This design comes from an exercise in tuning for small area, a short achievable clock period and few clock cycles per item on the open sky130 flow, not from production work.

==> inputs of 12-03 <==
## cordic_atan2
module cordic_atan2 (
    input  logic        clk,
    input  logic        rst,
    input  logic        in_valid,
    output logic        in_ready,
    input  logic [31:0] in_x,
    input  logic [31:0] in_y,
    output logic        out_valid,
    input  logic        out_ready,
    output logic [31:0] out_angle,
    output logic [31:0] out_mag,
    output logic        out_zero
);
export LEC_CHECK = 0
export CAP_MARGIN = 20
export CORE_MARGIN = 2
export CORE_UTILIZATION = 40
export SLEW_MARGIN = 20
create_clock -name core_clock -period 10.0 [get_ports {clk}]
run.sh (not shown) runs the stock make flow with config.mk's settings and CLKGATE_MAP_FILE= SYNTH_SCRIPT=/design/flow/synth_recipe.tcl, a recipe that flattens the netlist after the stock synthesis.
==> inputs of 07-19, as changes to 12-03 <==
--- a/flow/design.v
+++ b/flow/design.v
@@ -71,41 +71,46 @@
     output logic [31:0] out_angle,
     output logic [31:0] out_mag,
     output logic        out_zero
 );
     logic run_q;
-    logic [31:0] r0_x, r0_y;
-    logic        r0_v;
+    wire        fd_f  = in_x[31];
+    wire        fd_sy = in_y[31];
+    wire [32:0] fd_x = {1'b0, in_x ^ {32{fd_f}}} + {32'b0, fd_f};
+    wire [32:0] fd_y = {in_y[31], in_y} ^ {33{fd_f}};
+    wire [32:0] fd_y0 = fd_y + {32'b0, fd_f};
+    logic [32:0] r0_x;
+    logic [32:0] r0_y;
+    logic [0:0] r0_f;
+    logic [0:0] r0_sy;
+    logic r0_v;
     always_ff @(posedge clk) begin
         if (run_q) begin
-            r0_x <= in_x;
-            r0_y <= in_y;
+            r0_x <= fd_x;
+            r0_y <= fd_y0;
+            r0_f <= fd_f;
+            r0_sy <= fd_sy;
         end
     end
     always_ff @(posedge clk) begin
         if (rst) r0_v <= 1'b0;
         else if (run_q) r0_v <= in_valid;
     end
-    wire        fd_f  = r0_x[31];
-    wire        fd_sy = r0_y[31];
-    wire [32:0] fd_x = {1'b0, r0_x ^ {32{fd_f}}} + {32'b0, fd_f};
-    wire [32:0] fd_y = {r0_y[31], r0_y} ^ {33{fd_f}};
-    wire [32:0] fd_y0 = fd_y + {32'b0, fd_f};
-    wire i0_d = ~fd_y0[32];   
-    wire [32:0] i0_x = fd_x + (fd_y0[32:0] ^ {33{~i0_d}}) + {32'b0, ~i0_d};
-    wire [33:0] i0_y = {{1{fd_y0[32]}}, fd_y0} + ({1'b0, fd_x[32:0]} ^ {34{i0_d}}) + {33'b0, i0_d};
+    wire i0_d = ~r0_y[32];   
+    wire [32:0] i0_x = r0_x + (r0_y[32:0] ^ {33{~i0_d}}) + {32'b0, ~i0_d};
+    wire [33:0] i0_y = {{1{r0_y[32]}}, r0_y} + ({1'b0, r0_x[32:0]} ^ {34{i0_d}}) + {33'b0, i0_d};
     logic [32:0] r1_x;
     logic [0:0] r1_f;
     logic [0:0] r1_sy;
     logic [33:0] r1_y;
     logic [0:0] r1_b0;
     logic r1_v;
     always_ff @(posedge clk) begin
         if (run_q) begin
             r1_x <= i0_x;
-            r1_f <= fd_f;
-            r1_sy <= fd_sy;
+            r1_f <= r0_f;
+            r1_sy <= r0_sy;
             r1_y <= i0_y;
             r1_b0 <= i0_d;
         end
     end
     always_ff @(posedge clk) begin
@@ -725,54 +730,62 @@
     wire [48:0] m1_mc_l2_0_m = (m1_mc_l1_0_s & m1_mc_l1_0_c) | (m1_mc_l1_0_s & m1_mc_l1_1_s) | (m1_mc_l1_0_c & m1_mc_l1_1_s);
     wire [48:0] m1_mc_l2_0_c = {m1_mc_l2_0_m[47:0], 1'b0};
     wire [48:0] m1_mc_l3_0_s = m1_mc_l2_0_s ^ m1_mc_l2_0_c ^ m1_mc_l1_1_c;
     wire [48:0] m1_mc_l3_0_m = (m1_mc_l2_0_s & m1_mc_l2_0_c) | (m1_mc_l2_0_s & m1_mc_l1_1_c) | (m1_mc_l2_0_c & m1_mc_l1_1_c);
     wire [48:0] m1_mc_l3_0_c = {m1_mc_l3_0_m[47:0], 1'b0};
+    wire [16:0] m1_lo = {1'b0, m1_mc_l3_0_s[15:0]} + {1'b0, m1_mc_l3_0_c[15:0]};
+    wire [2:0] m1_ta_s = {r16_b2, r16_b1, r16_b0};
+    wire [19:0] m1_ta =
+        ({20{m1_ta_s == 3'd0}} & 20'he41b9) |
+        ({20{m1_ta_s == 3'd1}} & 20'hfd3d9) |
+        ({20{m1_ta_s == 3'd2}} & 20'hf2f1d) |
+        ({20{m1_ta_s == 3'd3}} & 20'hc13d) |
+        ({20{m1_ta_s == 3'd4}} & 20'hebf27) |
+        ({20{m1_ta_s == 3'd5}} & 20'h5147) |
+        ({20{m1_ta_s == 3'd6}} & 20'hfac8b) |
+        ({20{m1_ta_s == 3'd7}} & 20'h13eab);
+    wire [2:0] m1_tb_s = {r16_b5, r16_b4, r16_b3};
+    wire [19:0] m1_tb =
+        ({20{m1_tb_s == 3'd0}} & 20'h0) |
+        ({20{m1_tb_s == 3'd1}} & 20'h3fac) |
+        ({20{m1_tb_s == 3'd2}} & 20'h1ff6) |
+        ({20{m1_tb_s == 3'd3}} & 20'h5fa2) |
+        ({20{m1_tb_s == 3'd4}} & 20'hffe) |
+        ({20{m1_tb_s == 3'd5}} & 20'h4faa) |
+        ({20{m1_tb_s == 3'd6}} & 20'h2ff4) |
+        ({20{m1_tb_s == 3'd7}} & 20'h6fa0);
     wire [19:0] m1_zlo = {8'b0, r16_b6, r16_b7, r16_b8, r16_b9, r16_b10, r16_b11, r16_b12, r16_b13, r16_b14, r16_b15, 2'b00};
-    wire [19:0] m1_zc_l0_0_s = 20'he41b9 ^ ({20{r16_b0}} & 20'h19220) ^ ({20{r16_b1}} & 20'hed64);
-    wire [19:0] m1_zc_l0_0_m = (20'he41b9 & ({20{r16_b0}} & 20'h19220)) | (20'he41b9 & ({20{r16_b1}} & 20'hed64)) | (({20{r16_b0}} & 20'h19220) & ({20{r16_b1}} & 20'hed64));
+    wire [19:0] m1_zc_l0_0_s = m1_ta ^ m1_tb ^ m1_zlo;
+    wire [19:0] m1_zc_l0_0_m = (m1_ta & m1_tb) | (m1_ta & m1_zlo) | (m1_tb & m1_zlo);
     wire [19:0] m1_zc_l0_0_c = {m1_zc_l0_0_m[18:0], 1'b0};
-    wire [19:0] m1_zc_l0_1_s = ({20{r16_b2}} & 20'h7d6e) ^ ({20{r16_b3}} & 20'h3fac) ^ ({20{r16_b4}} & 20'h1ff6);
-    wire [19:0] m1_zc_l0_1_m = (({20{r16_b2}} & 20'h7d6e) & ({20{r16_b3}} & 20'h3fac)) | (({20{r16_b2}} & 20'h7d6e) & ({20{r16_b4}} & 20'h1ff6)) | (({20{r16_b3}} & 20'h3fac) & ({20{r16_b4}} & 20'h1ff6));
-    wire [19:0] m1_zc_l0_1_c = {m1_zc_l0_1_m[18:0], 1'b0};
-    wire [19:0] m1_zc_l1_0_s = m1_zc_l0_0_s ^ m1_zc_l0_0_c ^ m1_zc_l0_1_s;
-    wire [19:0] m1_zc_l1_0_m = (m1_zc_l0_0_s & m1_zc_l0_0_c) | (m1_zc_l0_0_s & m1_zc_l0_1_s) | (m1_zc_l0_0_c & m1_zc_l0_1_s);
-    wire [19:0] m1_zc_l1_0_c = {m1_zc_l1_0_m[18:0], 1'b0};
-    wire [19:0] m1_zc_l1_1_s = m1_zc_l0_1_c ^ ({20{r16_b5}} & 20'hffe) ^ m1_zlo;
-    wire [19:0] m1_zc_l1_1_m = (m1_zc_l0_1_c & ({20{r16_b5}} & 20'hffe)) | (m1_zc_l0_1_c & m1_zlo) | (({20{r16_b5}} & 20'hffe) & m1_zlo);
-    wire [19:0] m1_zc_l1_1_c = {m1_zc_l1_1_m[18:0], 1'b0};
-    wire [19:0] m1_zc_l2_0_s = m1_zc_l1_0_s ^ m1_zc_l1_0_c ^ m1_zc_l1_1_s;
-    wire [19:0] m1_zc_l2_0_m = (m1_zc_l1_0_s & m1_zc_l1_0_c) | (m1_zc_l1_0_s & m1_zc_l1_1_s) | (m1_zc_l1_0_c & m1_zc_l1_1_s);
-    wire [19:0] m1_zc_l2_0_c = {m1_zc_l2_0_m[18:0], 1'b0};
-    wire [19:0] m1_zc_l3_0_s = m1_zc_l2_0_s ^ m1_zc_l2_0_c ^ m1_zc_l1_1_c;
-    wire [19:0] m1_zc_l3_0_m = (m1_zc_l2_0_s & m1_zc_l2_0_c) | (m1_zc_l2_0_s & m1_zc_l1_1_c) | (m1_zc_l2_0_c & m1_zc_l1_1_c);
-    wire [19:0] m1_zc_l3_0_c = {m1_zc_l3_0_m[18:0], 1'b0};
-    wire [19:0] m1_theta = m1_zc_l3_0_s + m1_zc_l3_0_c;
-    logic [48:0] r17_ms;
-    logic [48:0] r17_mc;
+    wire [19:0] m1_theta = m1_zc_l0_0_s + m1_zc_l0_0_c;
+    logic [32:0] r17_ms;
+    logic [32:0] r17_mc;
+    logic [0:0] r17_mci;
     logic [19:0] r17_theta;
     logic [0:0] r17_zero;
     logic [0:0] r17_f;
     logic [0:0] r17_sy;
     logic r17_v;
     always_ff @(posedge clk) begin
         if (run_q) begin
-            r17_ms <= m1_mc_l3_0_s;
-            r17_mc <= m1_mc_l3_0_c;
+            r17_ms <= m1_mc_l3_0_s[48:16];
+            r17_mc <= m1_mc_l3_0_c[48:16];
+            r17_mci <= m1_lo[16];
             r17_theta <= m1_theta;
             r17_zero <= m1_zero;
             r17_f <= r16_f;
             r17_sy <= r16_sy;
         end
     end
     always_ff @(posedge clk) begin
         if (rst) r17_v <= 1'b0;
         else if (run_q) r17_v <= r16_v;
     end
-    wire [48:0] m2_s = r17_ms + r17_mc;
-    wire        m2_sat = m2_s[48] | m2_s[47];
-    wire [30:0] m2_mag = m2_sat ? 31'h7FFF_FFFF : m2_s[46:16];
+    wire [32:0] m2_s = r17_ms + r17_mc + {32'b0, r17_mci};
+    wire        m2_sat = m2_s[32] | m2_s[31];
+    wire [30:0] m2_mag = m2_sat ? 31'h7FFF_FFFF : m2_s[30:0];
     wire        m2_pos = ~r17_theta[19] & (|r17_theta);
     logic [19:0] m2_off;
     always_comb begin
         if (!r17_f)            m2_off = 20'h0;
         else if (r17_sy) m2_off = m2_pos ? 20'hcdbc1 : 20'h32440;
==> flow/flow/run.sh (new file) <==
#!/bin/bash
# Standard ORFS layout, with timing repair aimed at a tighter setup margin.
set -euo pipefail
bash standard.sh SETUP_SLACK_MARGIN=6.5 finish > make_finish.log 2>&1
==> flow/standard.sh (new file) <==
#!/bin/bash
# synth_recipe.tcl (not shown) runs the flow's synth.tcl, then flattens the netlist and writes it again
# the make line also repeats each setting of config.mk as NAME=value (left out here)
make -C /OpenROAD-flow-scripts/flow DESIGN_CONFIG=/design/flow/config.mk WORK_HOME=/design/flow/orfs CLKGATE_MAP_FILE= SYNTH_SCRIPT=/design/flow/synth_recipe.tcl "${@:-finish}"
==> flow/config.mk (replaced) <==
export PLATFORM = sky130hd
export DESIGN_NAME = cordic_atan2
export DESIGN_NICKNAME = cordic_atan2
export VERILOG_FILES = /design/flow/design.v
export SDC_FILE = /design/flow/constraint.sdc
export NUM_CORES = 4
export LEC_CHECK = 0
export ABC_AREA = 1
export CAP_MARGIN = 20
export CORE_MARGIN = 2
export CORE_UTILIZATION = 40
export SLEW_MARGIN = 20
removed: flow/run.sh
==> impl_metrics.ini <==
[run_status]
outcome = finished clean

[placement]
dp.cells = 15100

[drt]
avgRoutedWirePerCell_um = 19.0
wirelength_um = 294000

[cts]
cts_resized = 284

[yosys]
synth_fa_ha_area_frac = 0.137

[cells_and_area]
multi_input_area_share = 0.497

[setup_path]
cp-startpoint = oa_q[16]$_DFFE_PP_
cp_num_buf_inv = 1
(the above is from 07-19)
==> impl_metrics.ini <==
[placement]
dp_hpwl_um = 167000
dp.cells = 11600
gp_congestion = 0.867

[timing]
setup_viol = 0

[floorplan]
ios = 135

[setup_path]
cp_num_buf_inv = 2
cp-startpoint = r0_x[31]$_DFFE_PP_

[yosys]
synth_top_area_frac = 0.420
synth_fa_ha_area_frac = 0.155

[drt]
avgRoutedWirePerCell_um = 18.0
wirelength_um = 215000

[run]
max_cap_violations = 0

[run_status]
outcome = finished clean
(the above is from 12-03)
No run of this note included a check of the RTL's function; only the layout flow was run.

## re-timing with driven ports
No port has a modelled driver above. Below, the same layouts with a new extraction and two added sets of constraints.
Step 1 assumes that a clkbuf_16 drives the clock port and a buf_2 every other input.
Step 2 also shifts input and output timing later by t, the mid clock arrival at the registers, as if the neighbouring blocks saw the same clock.
Three values: ideal ports, drivers, drivers and shift; two values: the first two.
run	shift t [ns]	slack for setup (ns)	hold WS [ns]	latest minus earliest clock arrival (ns)	slew at the worst register clock pin (ns)
12-03	0.911	3.161 / 3.161 / 3.161	0.394 / 0.394 / 0.394	0.066 / 0.065	0.07 / 0.07
07-19	0.910	6.520 / 6.424 / 5.773	0.406 / 0.406 / 0.406	0.077 / 0.078	0.07 / 0.07
After both steps every run listed still meets setup and hold. The setup slack of 07-19, which loses most, moves by -0.096 ns with the drivers and by -0.747 ns with both steps.
